This design comes from an exercise in tuning for small area, a short achievable clock period and few clock cycles per item on the open sky130 flow, not from production work. At most, simulation tests tie the RTL to the original design; equivalence was not proved. Power and IR drop assume default switching activity.

## keyed_array_list
module keyed_array_list #(
	parameter int MAX_ENTRIES = 16
) (
	input  logic                  clk,
	input  logic                  arst_n,
	input  logic                  cfg_we,
	input  logic [kal_pkg::CAP_W-1:0]      cfg_data,
	input  logic                  in_valid,
	output logic                  in_stall,
	input  logic [1:0]            kind,
	input  logic [kal_pkg::KEY_W-1:0]      key,
	input  logic [kal_pkg::PAYLOAD_W-1:0]  payload,
	input  logic [kal_pkg::POS_W-1:0]      position,
	output logic                  out_valid,
	input  logic                  out_stall,
	output logic [2:0]            status,
	output logic [kal_pkg::FOUND_W-1:0]    found_position,
	output logic [kal_pkg::COUNT_W-1:0]    entry_count_out,
	output logic                  is_empty,
	output logic                  is_full,
	output logic [kal_pkg::PAYLOAD_W-1:0] found_payload
);
Size in the first run: about 4,000 cells after synthesis, roughly 1,500 flip-flops, roughly 130 I/O pins, ~0.062 mm^2 of cells after synthesis.
Settings: LEC_CHECK=0, ABC_CLOCK_PERIOD_IN_PS=2800, CAP_MARGIN=20, CORE_MARGIN=6, CORE_UTILIZATION=50, CTS_CLUSTER_SIZE=20, PLACE_DENSITY=0.65, SETUP_SLACK_MARGIN=3.0, SLEW_MARGIN=20, TNS_END_PERCENT=20; clock period 6.0 ns.
standard.sh (not shown) runs the stock make flow with config.mk's settings and CLKGATE_MAP_FILE= SYNTH_SCRIPT=/design/flow/synth_recipe.tcl, a recipe that flattens the netlist after the stock synthesis.
==> flow/flow/run.sh <==
#!/bin/bash
# Own layout flow: the standard flow (standard.sh, unchanged synthesis and
# steps) with two placement/CTS choices the flow settings cannot make:
#  - port buffers are plain buf_2 cells (resizable later) instead of the
#    delay cells buffer_ports picks by default;
#  - clock tree sinks are clustered without dummy loads.
# Each tool's output is in the ORFS logs under orfs/logs; the make run's own
# output goes to flow_make.log here.
set -uo pipefail
export BUFFER_PORTS_ARGS="-buffer_cell sky130_fd_sc_hd__buf_2"
export CTS_ARGS="-sink_clustering_enable -repair_clock_nets -sink_clustering_size 24 -sink_clustering_max_diameter 80 -dont_use_dummy_load"
bash standard.sh > flow_make.log 2>&1
rc=$?
# keep a copy of every ORFS step log beside the make log
mkdir -p logs_orfs
cp -r orfs/logs/*/keyed_array_list/base/. logs_orfs/ 2>/dev/null || true
exit $rc
Testbench counts at the start, summed over its fixed seeds: cycles 2,592, items 2,560.
Change:
--- a/flow/design.v
+++ b/flow/design.v
@@ -92,22 +92,23 @@
 		end
 	end
 	always_ff @(posedge clk or negedge arst_n) begin
 		if (!arst_n) begin
 			ecap_q <= kal_pkg::CAP_RESET;
 		end else if (cfg_we) begin
 			ecap_q <= cfg_ecap;
 		end
 	end
 	logic run_q;
-	logic in_stall_q;
-	assign in_stall = in_stall_q;
+	logic o_v_w;
+	assign run_q    = !(o_v_w && out_stall);
+	assign in_stall = !run_q;
 	logic [3:0]  ord_q [0:15];
 	logic [3:0]  ord [0:15];        
 	logic [4:0]  n_q;
 	logic [15:0] vmask;             
 	logic [3:0]  fs_q;              
 	logic [3:0]  fs;
 	logic        full_q;            
 	logic [15:0] m_sh;              
 	logic        l_ins, l_rem;      
 	logic        l_fsfix;           
@@ -336,60 +337,40 @@
 			c_fpos  <= (is_sr & found) ? fpos : 4'd0;
 			c_fslot <= fslot;
 			c_found <= is_sr & found;
 			c_cnt   <= n_nx;
 			c_em    <= em_nx;
 			c_fu    <= full_nx;
 		end
 	end
 	logic [31:0] pay_d;
 	logic [45:0] res_d;
-	logic        produce, o_v, o2_v, take;
-	logic [45:0] o_q, o2_q;
+	logic        o_v;
+	logic [45:0] o_q;
 	always_comb begin
 		pay_d = '0;
 		for (int s = 0; s < 16; s++) begin
 			pay_d = pay_d | ({32{c_found && c_fslot == 4'(s)}} & pays[s*32 +: 32]);
 		end
-		res_d   = {c_st, c_fpos, c_cnt, c_em, c_fu, pay_d};
-		produce = run_q & c_v;
-		take    = o_v & !out_stall;
-	end
-	logic o_v_nx, o2_v_nx;
-	always_comb begin
-		if (!o_v || take) begin
-			o_v_nx  = o2_v | produce;
-			o2_v_nx = o2_v & produce;
-		end else begin
-			o_v_nx  = 1'b1;
-			o2_v_nx = o2_v | produce;
-		end
+		res_d = {c_st, c_fpos, c_cnt, c_em, c_fu, pay_d};
 	end
 	always_ff @(posedge clk or negedge arst_n) begin
 		if (!arst_n) begin
-			o_v        <= 1'b0;
-			o2_v       <= 1'b0;
-			run_q      <= 1'b1;
-			in_stall_q <= 1'b0;
-		end else begin
-			o_v        <= o_v_nx;
-			o2_v       <= o2_v_nx;
-			run_q      <= !(o_v_nx & o2_v_nx);
-			in_stall_q <= o_v_nx & o2_v_nx;
+			o_v <= 1'b0;
+		end else if (run_q) begin
+			o_v <= c_v;
 		end
 	end
 	always_ff @(posedge clk) begin
-		if (!o_v || take) begin
-			o_q <= o2_v ? o2_q : res_d;
-		end
-		if (produce && (o2_v || (o_v && !take))) begin
-			o2_q <= res_d;
+		if (run_q) begin
+			o_q <= res_d;
 		end
 	end
+	assign o_v_w           = o_v;
 	assign out_valid       = o_v;
 	assign status          = o_q[45:43];
 	assign found_position  = o_q[42:39];
 	assign entry_count_out = o_q[38:34];
 	assign is_empty        = o_q[33];
 	assign is_full         = o_q[32];
 	assign found_payload   = o_q[31:0];
 endmodule
Clock power falls by about 2%.
Worst setup slack got worse by 0.26 ns.
Combinational power falls by 37%.
Maximum frequency falls by 7.6%.
Critical path depth does not change.
Synthesized cell count falls by 3.9%.
First-iteration DRC count falls by 9.2%.
Clock-buffer cell count falls by 1.
Total power falls by 19%.
Sequential power falls by 14%.
Design area falls by 3.5%.
For the second run of this note, only the layout was checked, not whether the RTL still works.

---

run 1:
keyed_array_list, a different RTL version from the one above (not shown whole).
Size: about 3700 cells after synthesis, ~1300 flip-flops, roughly 0.056 mm² of cells after synthesis.
## keyed_array_list
module keyed_array_list #(
	parameter int MAX_ENTRIES = 16
) (
	input  logic                  clk,
	input  logic                  arst_n,
	input  logic                  cfg_we,
	input  logic [kal_pkg::CAP_W-1:0]      cfg_data,
	input  logic                  in_valid,
	output logic                  in_stall,
	input  logic [1:0]            kind,
	input  logic [kal_pkg::KEY_W-1:0]      key,
	input  logic [kal_pkg::PAYLOAD_W-1:0]  payload,
	input  logic [kal_pkg::POS_W-1:0]      position,
	output logic                  out_valid,
	input  logic                  out_stall,
	output logic [2:0]            status,
	output logic [kal_pkg::FOUND_W-1:0]    found_position,
	output logic [kal_pkg::COUNT_W-1:0]    entry_count_out,
	output logic                  is_empty,
	output logic                  is_full,
	output logic [kal_pkg::PAYLOAD_W-1:0] found_payload
);
export LEC_CHECK = 0
export ABC_CLOCK_PERIOD_IN_PS = 2800
export CAP_MARGIN = 20
export CORE_MARGIN = 6
export CORE_UTILIZATION = 50
export CTS_CLUSTER_SIZE = 20
export PLACE_DENSITY = 0.65
export SETUP_SLACK_MARGIN = 3.0
export SLEW_MARGIN = 20
export TNS_END_PERCENT = 20
create_clock -name core_clock -period 6.0 [get_ports {clk}]
Scripts as last shown in full above: flow/flow/run.sh
For run 2, these inputs were changed with respect to run 1:
--- a/flow/design.v
+++ b/flow/design.v
@@ -78,17 +78,17 @@
 	assign in_stall = !run_q;
 	logic [3:0]  ord_q [0:15];
 	logic [3:0]  ord [0:15];        
 	logic [4:0]  n_q;
 	logic [15:0] vmask;             
 	logic [3:0]  fs_q;              
 	logic [3:0]  fs;
 	logic        full_q;            
-	logic [15:0] m_sh;              
+	logic [15:0] m_up, m_dn, m_new;  
 	logic        l_ins, l_rem;      
 	logic        l_fsfix;           
 	logic [15:0]      mem_we;
 	logic [16*32-1:0] keys, pays;
 	logic        b_v, c_v;
 	logic [1:0]  b_kind;
 	logic [31:0] b_key, b_pay;
 	logic [4:0]  b_pos;
@@ -152,24 +152,24 @@
 	logic [4:0]  n_p1, n_m1, n_nx;
 	logic        fu_p1, fu_m1, full_nx, em_nx;
 	logic [15:0] vmask_nx;
 	logic [3:0]  fs_nx;
 	logic [3:0]  ord_nx [0:15];
 	logic [3:0]  ord_n1;
 	always_comb begin
 		for (int p = 0; p < 16; p++) begin
-			if (!m_sh[p]) begin
-				pm[p] = b_pmo[p];
-			end else if (!l_ins) begin
+			if (m_up[p]) begin
+				pm[p] = (p > 0) ? b_pmo[(p > 0) ? p - 1 : 0] : 1'b0;
+			end else if (m_dn[p]) begin
 				pm[p] = (p < 15) ? b_pmo[(p < 15) ? p + 1 : 15] : 1'b0;
-			end else if ((p == 0) ? 1'b1 : !m_sh[(p > 0) ? p - 1 : 0]) begin
+			end else if (m_new[p]) begin
 				pm[p] = b_eq;
 			end else begin
-				pm[p] = (p > 0) ? b_pmo[(p > 0) ? p - 1 : 0] : 1'b0;
+				pm[p] = b_pmo[p];
 			end
 			pm[p] = pm[p] & vmask[p];
 		end
 		lower[0] = 1'b0;
 		for (int p = 1; p < 16; p++) begin
 			lower[p] = lower[p-1] | pm[p-1];
 		end
 		ge       = lower | pm;
@@ -266,17 +266,19 @@
 				for (int p = 0; p < 16; p++) begin
 					ord_q[p] <= ord_nx[p];
 				end
 			end
 		end
 	end
 	always_ff @(posedge clk) begin
 		if (run_q) begin
-			m_sh   <= ins_ok ? ((gtq & le_n) | qdec) : rem_ok ? ge : '0;
+			m_up   <= ins_ok ? (gtq & le_n) : '0;
+			m_dn   <= rem_ok ? ge : '0;
+			m_new  <= ins_ok ? qdec : '0;
 		end
 	end
 	always_ff @(posedge clk or negedge arst_n) begin
 		if (!arst_n) begin
 			c_v <= 1'b0;
 		end else if (run_q) begin
 			c_v <= b_v;
 		end
Findings:
- Run 2 completed; timing, DRC and antenna clean
- Worst-skew pair later-pin latency: run 1 vs run 2, no meaningful difference
- Run 2 vs. run 1: routed via count higher, cell internal power dissipation higher, combinational group power lower, share of the final layout cell area in multi-input gates lower.
- Diff run 1 -> run 2 | total clock buffers created by CTS | up by a few percent
- Compared with run 1, run 2 shows area growth from synthesis to layout lower by 2.1 points.
- Compared with run 1, in run 2 number of multi-input logic gates saw little to no change; achievable clock frequency saw an increase.
Testbench counts of run 2, summed over its fixed seeds: cycles 2,584, items 2,560.
No functional check of the RTL was part of run 1.

---

keyed_array_list, a different RTL version from the one above (not shown whole).
Size in the first run: roughly 3600 cells after synthesis, ~1300 flip-flops, ~56000 um^2 of cells after synthesis.
clock: 6.0 ns
lec_check: 0
abc_clock_period_in_ps: 2800
cap_margin: 20
core_margin: 6
core_utilization: 50
cts_cluster_size: 20
place_density: 0.65
setup_slack_margin: 3.0
slew_margin: 20
tns_end_percent: 20
Scripts as last shown in full above: flow/flow/run.sh
Change:
--- a/flow/design.v
+++ b/flow/design.v
@@ -91,14 +91,16 @@
 	logic        b_v, c_v;
 	logic [1:0]  b_kind;
 	logic [31:0] b_key, b_pay;
 	logic [4:0]  b_pos;
 	logic [15:0] b_pmo;
 	logic        b_eq;
 	logic        b_bp_m1, b_bp_0, b_bp_p1;
+	logic        b_is_sr, b_is_rem;
+	logic        b_ok_m1, b_ok_0, b_ok_p1;  
 	logic [2:0]  c_st;
 	logic [3:0]  c_fpos, c_fslot;
 	logic [4:0]  c_cnt;
 	logic        c_em, c_fu, c_found;
 	kal_store u_store (
 		.clk (clk),
 		.we  (mem_we),
@@ -135,34 +137,39 @@
 		if (run_q) begin
 			b_kind  <= kind;
 			b_key   <= key;
 			b_pay   <= payload;
 			b_pos   <= position;
 			b_pmo   <= pmo;
 			b_eq    <= (key == b_key);
-			b_bp_m1 <= ({1'b0, position} > {1'b0, n_q} - 6'd1);
-			b_bp_0  <= (position > n_q);
-			b_bp_p1 <= ({1'b0, position} > {1'b0, n_q} + 6'd1);
+			b_bp_m1 <= kind[0] && ({1'b0, position} > {1'b0, n_q} - 6'd1);
+			b_bp_0  <= kind[0] && (position > n_q);
+			b_bp_p1 <= kind[0] && ({1'b0, position} > {1'b0, n_q} + 6'd1);
+			b_is_sr  <= kind[0] ^ kind[1];
+			b_is_rem <= (kind == 2'd2);
+			b_ok_m1 <= !(kind[0] ^ kind[1]) &&
+				!(kind[0] && ({1'b0, position} > {1'b0, n_q} - 6'd1));
+			b_ok_0  <= !(kind[0] ^ kind[1]) && !(kind[0] && (position > n_q));
+			b_ok_p1 <= !(kind[0] ^ kind[1]) &&
+				!(kind[0] && ({1'b0, position} > {1'b0, n_q} + 6'd1));
 		end
 	end
 	logic [15:0] pm, lower, ge, first_oh, le_n, qdec, gtq;
 	logic        found, is_sr, is_ins, is_rem, badpos, ins_ok, rem_ok, exec;
 	logic [4:0]  q;
 	logic [3:0]  fpos, fslot;
 	logic [2:0]  st;
 	logic [4:0]  n_p1, n_m1, n_nx;
 	logic        fu_p1, fu_m1, full_nx, em_nx;
+	logic [15:0] vmask_nx;
 	logic [3:0]  fs_nx;
 	logic [3:0]  ord_nx [0:15];
 	logic [3:0]  ord_n1;
 	always_comb begin
 		for (int p = 0; p < 16; p++) begin
-			vmask[p] = (n_q > 5'(p));
-		end
-		for (int p = 0; p < 16; p++) begin
 			if (!m_sh[p]) begin
 				pm[p] = b_pmo[p];
 			end else if (!l_ins) begin
 				pm[p] = (p < 15) ? b_pmo[(p < 15) ? p + 1 : 15] : 1'b0;
 			end else if ((p == 0) ? 1'b1 : !m_sh[(p > 0) ? p - 1 : 0]) begin
 				pm[p] = b_eq;
 			end else begin
@@ -180,20 +187,21 @@
 		fpos  = '0;
 		fslot = '0;
 		for (int p = 0; p < 16; p++) begin
 			fpos  = fpos  | ({4{first_oh[p]}} & 4'(p));
 			fslot = fslot | ({4{first_oh[p]}} & ord[p]);
 		end
 		exec   = run_q & b_v;
-		is_sr  = b_kind[0] ^ b_kind[1];
-		is_ins = !is_sr;
-		is_rem = (b_kind == 2'd2);
+		is_sr  = b_is_sr;
+		is_ins = !b_is_sr;
+		is_rem = b_is_rem;
 		q      = b_kind[0] ? b_pos : n_q;
-		badpos = b_kind[0] & (l_ins ? b_bp_p1 : l_rem ? b_bp_m1 : b_bp_0);
-		ins_ok = exec & is_ins & !full_q & !badpos;
+		badpos = l_ins ? b_bp_p1 : l_rem ? b_bp_m1 : b_bp_0;
+		ins_ok = exec & !full_q &
+			((l_ins & b_ok_p1) | (l_rem & b_ok_m1) | (!l_ins & !l_rem & b_ok_0));
 		rem_ok = exec & is_rem & found;
 		if (is_ins) begin
 			st = full_q ? 3'd1 : badpos ? 3'd2 : 3'd0;
 		end else begin
 			st = found ? 3'd0 : (n_q == 5'd0) ? 3'd4 : 3'd3;
 		end
 		for (int p = 0; p < 16; p++) begin
@@ -206,24 +214,27 @@
 		fu_p1  = (n_p1 >= ecap_q);
 		fu_m1  = (n_m1 >= ecap_q) && (n_q != 5'd0);
 		ord_n1 = ord[n_p1[3:0]];
 		if (ins_ok) begin
 			n_nx     = n_p1;
 			full_nx  = fu_p1;
 			em_nx    = 1'b0;
+			vmask_nx = le_n;
 			fs_nx    = ord_n1;
 		end else if (rem_ok) begin
 			n_nx     = n_m1;
 			full_nx  = fu_m1;
 			em_nx    = (n_q == 5'd1);
+			vmask_nx = {1'b0, vmask[15:1]};
 			fs_nx    = fs;
 		end else begin
 			n_nx     = n_q;
 			full_nx  = full_q;
 			em_nx    = (n_q == 5'd0);
+			vmask_nx = vmask;
 			fs_nx    = fs;
 		end
 		for (int p = 0; p < 16; p++) begin
 			if (ins_ok && qdec[p]) begin
 				ord_nx[p] = fs;
 			end else if (ins_ok && gtq[p] && le_n[p]) begin
 				ord_nx[p] = ord[(p > 0) ? p - 1 : 0];
@@ -236,14 +247,15 @@
 		for (int s = 0; s < 16; s++) begin
 			mem_we[s] = ins_ok & (fs == 4'(s));
 		end
 	end
 	always_ff @(posedge clk or negedge arst_n) begin
 		if (!arst_n) begin
 			n_q   <= '0;
+			vmask <= '0;
 			fs_q  <= '0;
 			full_q <= 1'b0;
 			l_ins  <= 1'b0;
 			l_rem  <= 1'b0;
 			l_fsfix <= 1'b0;
 			for (int p = 0; p < 16; p++) begin
 				ord_q[p] <= 4'(p);
@@ -252,14 +264,15 @@
 			if (cfg_we) begin
 				full_q <= (n_q >= cfg_ecap);
 			end else if (run_q) begin
 				full_q <= full_nx;
 			end
 			if (run_q) begin
 				n_q     <= n_nx;
+				vmask   <= vmask_nx;
 				fs_q    <= fs_nx;
 				l_ins   <= ins_ok;
 				l_rem   <= rem_ok;
 				l_fsfix <= rem_ok & n_q[4];
 				for (int p = 0; p < 16; p++) begin
 					ord_q[p] <= ord_nx[p];
 				end
Outcome: The new run completed without violations; sequential share of layout area is higher by 0.22 points; worst setup slack gains 0.094 ns; via count increases by 3.2%; total power goes up by 1.6%; core utilization grows by 0.24 points; synthesized area is higher by 1.1%; sequential power is about the same; die area is higher by 1.1%; wire length increases by 0.37%; fmax rises by 3.0%; register-to-register slack stays flat.
Testbench counts after the change, summed over its fixed seeds: cycles 2,584, items 2,560.
Only the layout flow was run in the first run of this note; the RTL was not checked for function there.

what the ideal ports hide:
How much do the figures lean on ideal ports? The routed layouts below were timed once more, with nothing changed but the port constraints. Step 1: set_driving_cell puts a clkbuf_16 on clk and a buf_2 on each other input, an assumption about the parent block. Step 2 also shifts input and output timing later by t, the mid clock arrival at the registers, as if the neighbouring blocks saw the same clock. Three values: ideal ports, drivers, drivers and shift; two values: the first two.
| run | t (ns) | setup WS [ns] | worst data-port slew with drivers (ns) |
|---|---|---|---|
| the first run of note 1 | 0.726 | 2.806 / 2.806 / 2.359 | 0.12 |
| the second run of note 1 | 0.708 | 2.542 / 2.542 / 2.024 | 0.09 |
| run 1 | 0.719 | 2.809 / 2.801 / 2.082 | 0.20 |
| run 2 | 0.748 | 2.881 / 2.881 / 2.161 | 0.19 |
| the first run of note 3 | 0.718 | 2.769 / 2.789 / 2.071 | 0.17 |
| the second run of note 3 | 0.714 | 2.863 / 2.843 / 2.205 | 0.10 |
After both steps setup and hold are still met in every run listed. The setup slack of run 1, which loses most, moves by -0.008 ns with the drivers and by -0.727 ns with both steps.
